This design comes from an exercise in tuning for small area, a short achievable clock period and few clock cycles per item on the open sky130 flow, not from production work. Where RTL was checked, it was by simulation tests only, not by an equivalence proof against the original. Power figures rest on the tool's default switching activity, not on a simulated workload.

Design icmp4_to_icmp6_header_translate, start of the top module:
module icmp4_to_icmp6_header_translate
#(
  parameter int PLATEAU_SLOTS = i46_pkg::PLATEAU_SLOTS_DEF
) (
  input  logic                  clk_i,
  input  logic                  rst_ni,
  input  logic                  cfg_we_i,
  input  logic [i46_pkg::CFG_IDX_W-1:0]  cfg_idx_i,
  input  logic [i46_pkg::CFG_DATA_W-1:0] cfg_data_i,
  input  logic                  in_valid_i,
  output logic                  in_ready_o,
  input  logic [7:0]            in_icmp4_type_i,
  input  logic [7:0]            in_icmp4_code_i,
  input  logic [31:0]           in_icmp4_rest_i,
  input  logic [15:0]           in_echo_identifier_i,
  input  logic [15:0]           in_inner_total_length_i,
  input  logic [15:0]           in_out_link_mtu_i,
  input  logic [15:0]           in_in_link_mtu_i,
  output logic                  out_valid_o,
  input  logic                  out_ready_i,
  output logic                  out_verdict_o,
  output logic                  out_is_error_message_o,
  output logic [7:0]            out_msg6_type_o,
  output logic [7:0]            out_msg6_code_o,
  output logic [31:0]           out_icmp6_rest_o
);
Size: roughly 1,600 cells after synthesis, ~350 flip-flops, roughly 19,000 um^2 of cells after synthesis.
clock: 5.5 ns
lec_check: 0
cap_margin: 20
core_margin: 2
core_utilization: 40
cts_buf_list: sky130_fd_sc_hd__clkbuf_8
setup_slack_margin: 2.8
slew_margin: 20
standard.sh (not shown) runs the stock make flow with config.mk's settings and CLKGATE_MAP_FILE= SYNTH_SCRIPT=/design/flow/synth_recipe.tcl, a recipe that flattens the netlist after the stock synthesis.
==> flow/flow/run.sh <==
#!/bin/bash
# The standard layout, with plain buffers on the ports instead of the
# delay buffers buffer_ports picks by default, and a clock tree with larger
# sink clusters and no dummy loads.
set -euo pipefail
export BUFFER_PORTS_ARGS="-buffer_cell sky130_fd_sc_hd__buf_1"
export CTS_ARGS="-sink_clustering_enable -repair_clock_nets -dont_use_dummy_load -buf_list sky130_fd_sc_hd__clkbuf_16 -sink_clustering_size 20 -sink_clustering_max_diameter 80"
bash standard.sh > standard.log 2>&1
Then changed:
--- a/flow/design.v
+++ b/flow/design.v
@@ -234,25 +234,24 @@
       8'd16: r = 8'd24;
       8'd17: r = 8'd24;
       8'd18: r = 8'd24;
       8'd19: r = 8'd24;
       default: r = PTR_NONE;
     endcase
     ptr_map = r;
   endfunction
   logic [3:0]         k1_d, k1_q;
-  logic [15:0]        a1_d, a1_q, b1_q, lnk1;
+  logic [15:0]        a1_d, a1_q, b1_q, c1_q;
   logic [PLATEAU_SLOTS-1:0] hit1_d, hit1_q;
-  logic               sel4;
+  logic               sel4_d, sel4_q;
   logic [7:0]         ptr6;
   assign ptr6   = ptr_map(in_icmp4_rest_i[31:24]);
-  assign sel4   = ({1'b0, in_in_link_mtu_i} + IPV4_HDR_LEN) < {1'b0, in_out_link_mtu_i};
-  assign lnk1   = sel4 ? (in_in_link_mtu_i + 16'd20) : in_out_link_mtu_i;
+  assign sel4_d = ({1'b0, in_in_link_mtu_i} + IPV4_HDR_LEN) < {1'b0, in_out_link_mtu_i};
   i46_plateau_search #(
     .PLATEAU_SLOTS (PLATEAU_SLOTS)
   ) u_search (
     .slots_i   (plateau_q),
     .written_i (written_q),
     .count_i   (count_q),
     .tot_len_i (in_inner_total_length_i),
     .hit_o     (hit1_d)
   );
@@ -280,49 +279,51 @@
           k1_d = K_PARAM;
         end
       end
       default:             k1_d = K_DROP;
     endcase
   end
   always_comb begin
     case (in_icmp4_type_i)
       ICMP4_ECHO_REQUEST, ICMP4_ECHO_REPLY: a1_d = in_echo_identifier_i;
-      ICMP4_DEST_UNREACH:                   a1_d = lnk1;
+      ICMP4_DEST_UNREACH:                   a1_d = in_out_link_mtu_i;
       ICMP4_TIME_EXCEEDED:                  a1_d = {8'b0, in_icmp4_code_i};
       default:                              a1_d = {8'b0, ptr6};
     endcase
   end
   always_ff @(posedge clk_i) begin
     if (in_fire) begin
       k1_q   <= k1_d;
       a1_q   <= a1_d;
       b1_q   <= in_icmp4_rest_i[15:0];
+      c1_q   <= in_in_link_mtu_i;
       hit1_q <= hit1_d;
+      sel4_q <= sel4_d;
     end
   end
   logic [3:0]        k2_q;
   logic [15:0]       a2_d, a2_q, b2_d, b2_q;
   logic [16:0]       c2_d, c2_q;
   logic [15:0]       plat, lnk, lnk_m20;
   logic              lnk_low, lnk_ok;
   logic              frag1;
   i46_plateau_pick #(
     .PLATEAU_SLOTS (PLATEAU_SLOTS)
   ) u_pick (
     .slots_i   (plateau_q),
     .written_i (written_q),
     .hit_i     (hit1_q),
     .value_o   (plat)
   );
-  assign lnk     = a1_q;
-  assign lnk_m20 = a1_q - 16'd20;
-  assign lnk_low = raise_q && (a1_q < MIN_MTU6);
-  assign lnk_ok  = raise_q || (a1_q >= 16'd20);
+  assign lnk     = sel4_q ? (c1_q + 16'd20) : a1_q;
+  assign lnk_m20 = sel4_q ? c1_q : (a1_q - 16'd20);
+  assign lnk_low = raise_q && (sel4_q ? (c1_q < 16'd1260) : (a1_q < MIN_MTU6));
+  assign lnk_ok  = raise_q || sel4_q || (a1_q >= 16'd20);
   assign frag1   = (k1_q == K_FRAG);
   assign a2_d = frag1 ? (lnk_low ? MIN_MTU6 : lnk) : a1_q;
   assign b2_d = (frag1 && (b1_q == '0)) ? plat : b1_q;
   assign c2_d = {lnk_ok, lnk_low ? 16'd1260 : lnk_m20};
   always_ff @(posedge clk_i) begin
     if (v1_q && rdy2) begin
       k2_q <= k1_q;
       a2_q <= a2_d;
       b2_q <= b2_d;
=> The changed run passed the timing, DRC and antenna checks. Setup slack improved by 0.58 ns. Sequential cell count came out higher by 17. Fmax came out higher by 22%. Worst hold slack got worse by 0.042 ns. Global-route usage came out lower by 1.2 points.
Testbench counts after the change, summed over its fixed seeds: cycles 8,448, items 8,192.
No functional check of the RTL was part of the first run of this note.

* * *

Another version of the RTL of icmp4_to_icmp6_header_translate (not shown whole).
Size: ~240 I/O pins, roughly 0.021 mm2 of cells after synthesis.
==> flow/config.mk <==
export PLATFORM = sky130hd
export DESIGN_NAME = icmp4_to_icmp6_header_translate
export DESIGN_NICKNAME = icmp4_to_icmp6_header_translate
export VERILOG_FILES = /design/flow/design.v
export SDC_FILE = /design/flow/constraint.sdc
export NUM_CORES = 4
export LEC_CHECK = 0
export CAP_MARGIN = 20
export CORE_MARGIN = 2
export CORE_UTILIZATION = 40
export CTS_BUF_LIST = sky130_fd_sc_hd__clkbuf_8
export SETUP_SLACK_MARGIN = 2.95
export SLEW_MARGIN = 20
==> flow/constraint.sdc <==
create_clock -name core_clock -period 5.5 [get_ports {clk_i}]
set_input_delay 1.1000 -clock core_clock [delete_from_list [all_inputs] [get_ports {clk_i}]]
set_output_delay 1.1000 -clock core_clock [all_outputs]
set_load 0.01 [all_outputs]
Scripts as last shown in full above: flow/flow/run.sh
Next try:
--- a/flow/design.v
+++ b/flow/design.v
@@ -74,50 +74,46 @@
     logic [7:0]  msg6_code;
     logic [31:0] icmp6_rest;
   } i46_s3_t;
 endpackage
 `timescale 1ns / 1ps
 import i46_pkg::*;
 module i46_plateau_search
 #(
   parameter int PLATEAU_SLOTS = i46_pkg::PLATEAU_SLOTS_DEF
 ) (
   input  logic [PLATEAU_SLOTS*i46_pkg::SLOT_W-1:0] slots_i,
+  input  logic [(PLATEAU_SLOTS+3)/4-1:0]           written_i,
+  input  logic [i46_pkg::CNT_W-1:0]  count_i,
   input  logic [i46_pkg::SLOT_W-1:0] tot_len_i,
-  output logic [PLATEAU_SLOTS-1:0]   lt_o,
-  output logic                       tnz_o
+  output logic [PLATEAU_SLOTS-1:0]   hit_o
 );
-  assign tnz_o = |tot_len_i;
+  logic tnz;
+  assign tnz = |tot_len_i;
   always_comb begin
     for (int i = 0; i < PLATEAU_SLOTS; i++) begin
-      lt_o[i] = slots_i[SLOT_W*i +: SLOT_W] < tot_len_i;
+      hit_o[i] = (count_i > CNT_W'(i)) &&
+                 (written_i[i/4] ? (slots_i[SLOT_W*i +: SLOT_W] < tot_len_i) : tnz);
     end
   end
 endmodule
 module i46_plateau_pick
 #(
   parameter int PLATEAU_SLOTS = i46_pkg::PLATEAU_SLOTS_DEF
 ) (
   input  logic [PLATEAU_SLOTS*i46_pkg::SLOT_W-1:0] slots_i,
   input  logic [(PLATEAU_SLOTS+3)/4-1:0]           written_i,
-  input  logic [i46_pkg::CNT_W-1:0]  count_i,
-  input  logic [PLATEAU_SLOTS-1:0]   lt_i,
-  input  logic                       tnz_i,
+  input  logic [PLATEAU_SLOTS-1:0]   hit_i,
   output logic [i46_pkg::SLOT_W-1:0] value_o
 );
-  logic [PLATEAU_SLOTS-1:0] hit_i, first;
-  always_comb begin
-    for (int i = 0; i < PLATEAU_SLOTS; i++) begin
-      hit_i[i] = (count_i > CNT_W'(i)) && (written_i[i/4] ? lt_i[i] : tnz_i);
-    end
-  end
+  logic [PLATEAU_SLOTS-1:0] first;
   always_comb begin
     value_o = '0;
     for (int i = 0; i < PLATEAU_SLOTS; i++) begin
       first[i] = hit_i[i];
       for (int j = 0; j < i; j++) begin
         first[i] = first[i] & !hit_i[j];
       end
       if (first[i] && written_i[i/4]) begin
         value_o = value_o | slots_i[SLOT_W*i +: SLOT_W];
       end
     end
@@ -237,35 +233,35 @@
       8'd15: r = 8'd8;
       8'd16: r = 8'd24;
       8'd17: r = 8'd24;
       8'd18: r = 8'd24;
       8'd19: r = 8'd24;
       default: r = PTR_NONE;
     endcase
     ptr_map = r;
   endfunction
   logic [3:0]         k1_d, k1_q;
   logic [15:0]        a1_d, a1_q, b1_q, c1_q;
-  logic [PLATEAU_SLOTS-1:0] lt1_d, lt1_q;
-  logic               tnz1_d, tnz1_q;
+  logic [PLATEAU_SLOTS-1:0] hit1_d, hit1_q;
   logic               sel4_d, sel4_q;
   logic [7:0]         ptr6;
   assign ptr6   = ptr_map(in_icmp4_rest_i[31:24]);
   assign sel4_d = ({1'b0, in_in_link_mtu_i} + IPV4_HDR_LEN) < {1'b0, in_out_link_mtu_i};
   i46_plateau_search #(
     .PLATEAU_SLOTS (PLATEAU_SLOTS)
   ) u_search (
     .slots_i   (plateau_q),
+    .written_i (written_q),
+    .count_i   (count_q),
     .tot_len_i (in_inner_total_length_i),
-    .lt_o      (lt1_d),
-    .tnz_o     (tnz1_d)
+    .hit_o     (hit1_d)
   );
   always_comb begin
     k1_d = K_DROP;
     case (in_icmp4_type_i)
       ICMP4_ECHO_REQUEST:  k1_d = K_ECHO_REQ;
       ICMP4_ECHO_REPLY:    k1_d = K_ECHO_REP;
       ICMP4_DEST_UNREACH: begin
         case (in_icmp4_code_i)
           UNR_NET, UNR_HOST, UNR_SRC_ROUTE, UNR_NET_UNKNOWN, UNR_HOST_UNKNOWN,
           UNR_ISOLATED, UNR_NET_TOS, UNR_HOST_TOS:            k1_d = K_NO_ROUTE;
           UNR_PROTOCOL:                                       k1_d = K_PROTO;
@@ -292,41 +288,38 @@
       ICMP4_DEST_UNREACH:                   a1_d = in_out_link_mtu_i;
       ICMP4_TIME_EXCEEDED:                  a1_d = {8'b0, in_icmp4_code_i};
       default:                              a1_d = {8'b0, ptr6};
     endcase
   end
   always_ff @(posedge clk_i) begin
     if (in_fire) begin
       k1_q   <= k1_d;
       a1_q   <= a1_d;
       b1_q   <= in_icmp4_rest_i[15:0];
       c1_q   <= in_in_link_mtu_i;
-      lt1_q  <= lt1_d;
-      tnz1_q <= tnz1_d;
+      hit1_q <= hit1_d;
       sel4_q <= sel4_d;
     end
   end
   logic [3:0]        k2_q;
   logic [15:0]       a2_d, a2_q, b2_d, b2_q, b2_other;
   logic [16:0]       c2_d, c2_q;
   logic [15:0]       plat, lnk, lnk_m20;
   logic              lnk_low, lnk_ok;
   logic              frag1, sel_plat;
   i46_plateau_pick #(
     .PLATEAU_SLOTS (PLATEAU_SLOTS)
   ) u_pick (
     .slots_i   (plateau_q),
     .written_i (written_q),
-    .count_i   (count_q),
-    .lt_i      (lt1_q),
-    .tnz_i     (tnz1_q),
+    .hit_i     (hit1_q),
     .value_o   (plat)
   );
   assign lnk     = sel4_q ? (c1_q + 16'd20) : a1_q;
   assign lnk_m20 = sel4_q ? c1_q : (a1_q - 16'd20);
   assign lnk_low = raise_q && (sel4_q ? (c1_q < 16'd1260) : (a1_q < MIN_MTU6));
   assign lnk_ok  = raise_q || sel4_q || (a1_q >= 16'd20);
   assign frag1   = (k1_q == K_FRAG);
   always_comb begin
     case (k1_q)
       K_ECHO_REQ, K_ECHO_REP: a2_d = b1_q;
       K_FRAG:                 a2_d = lnk_low ? MIN_MTU6 : lnk;
Outcome: Cell area drops by 0.75%. Clock-buffer cell count fell by 1. Power stays flat. Critical path depth increases by 3. Die area hardly moves. Maximum frequency rises by 0.93%. Utilization went down by 0.36 points. Worst setup slack improved by 25 ps. Clock power barely changes. Non-clock buffer count goes up by 9. Global-route usage hardly moves. Sequential share of layout area climbs by 0.19 points.
Function was not checked in any run of this note: the RTL went through the layout flow alone.

[what the ideal ports hide]
Ports are ideal in the flow. The routed layouts listed here were re-timed in OpenROAD.
Step 1, drivers: a clkbuf_16 drives clk_i and a buf_2 each remaining input, both assumed.
Step 2 times the ports against the registers' clock, not the clock port: input delays grow and output delays shrink by t, the midpoint of the rising clock arrivals with the driver on.
a / b / c = no drivers / after step 1 / after step 2; a / b = the first two.
| run | t (ns) | slack for setup (ns) | worst hold slack (ns) | worst register clock-pin slew, ns |
|---|---|---|---|---|
| the first run of note 1 | 0.603 | 2.220 / 2.241 / 1.638 | 0.490 / 0.490 / 0.490 | 0.09 / 0.09 |
| the second run of note 1 | 0.599 | 2.802 / 2.792 / 2.253 | 0.448 / 0.448 / 0.448 | 0.08 / 0.08 |
| the first run of note 2 | 0.597 | 2.752 / 2.752 / 2.350 | 0.525 / 0.525 / 0.525 | 0.09 / 0.09 |
| the second run of note 2 | 0.603 | 2.777 / 2.759 / 2.156 | 0.532 / 0.532 / 0.532 | 0.09 / 0.09 |
After both steps setup and hold are still met in every run listed. For the second run of note 2, which loses most, drivers alone change the setup slack by -0.018 ns; drivers and shift together by -0.621 ns.
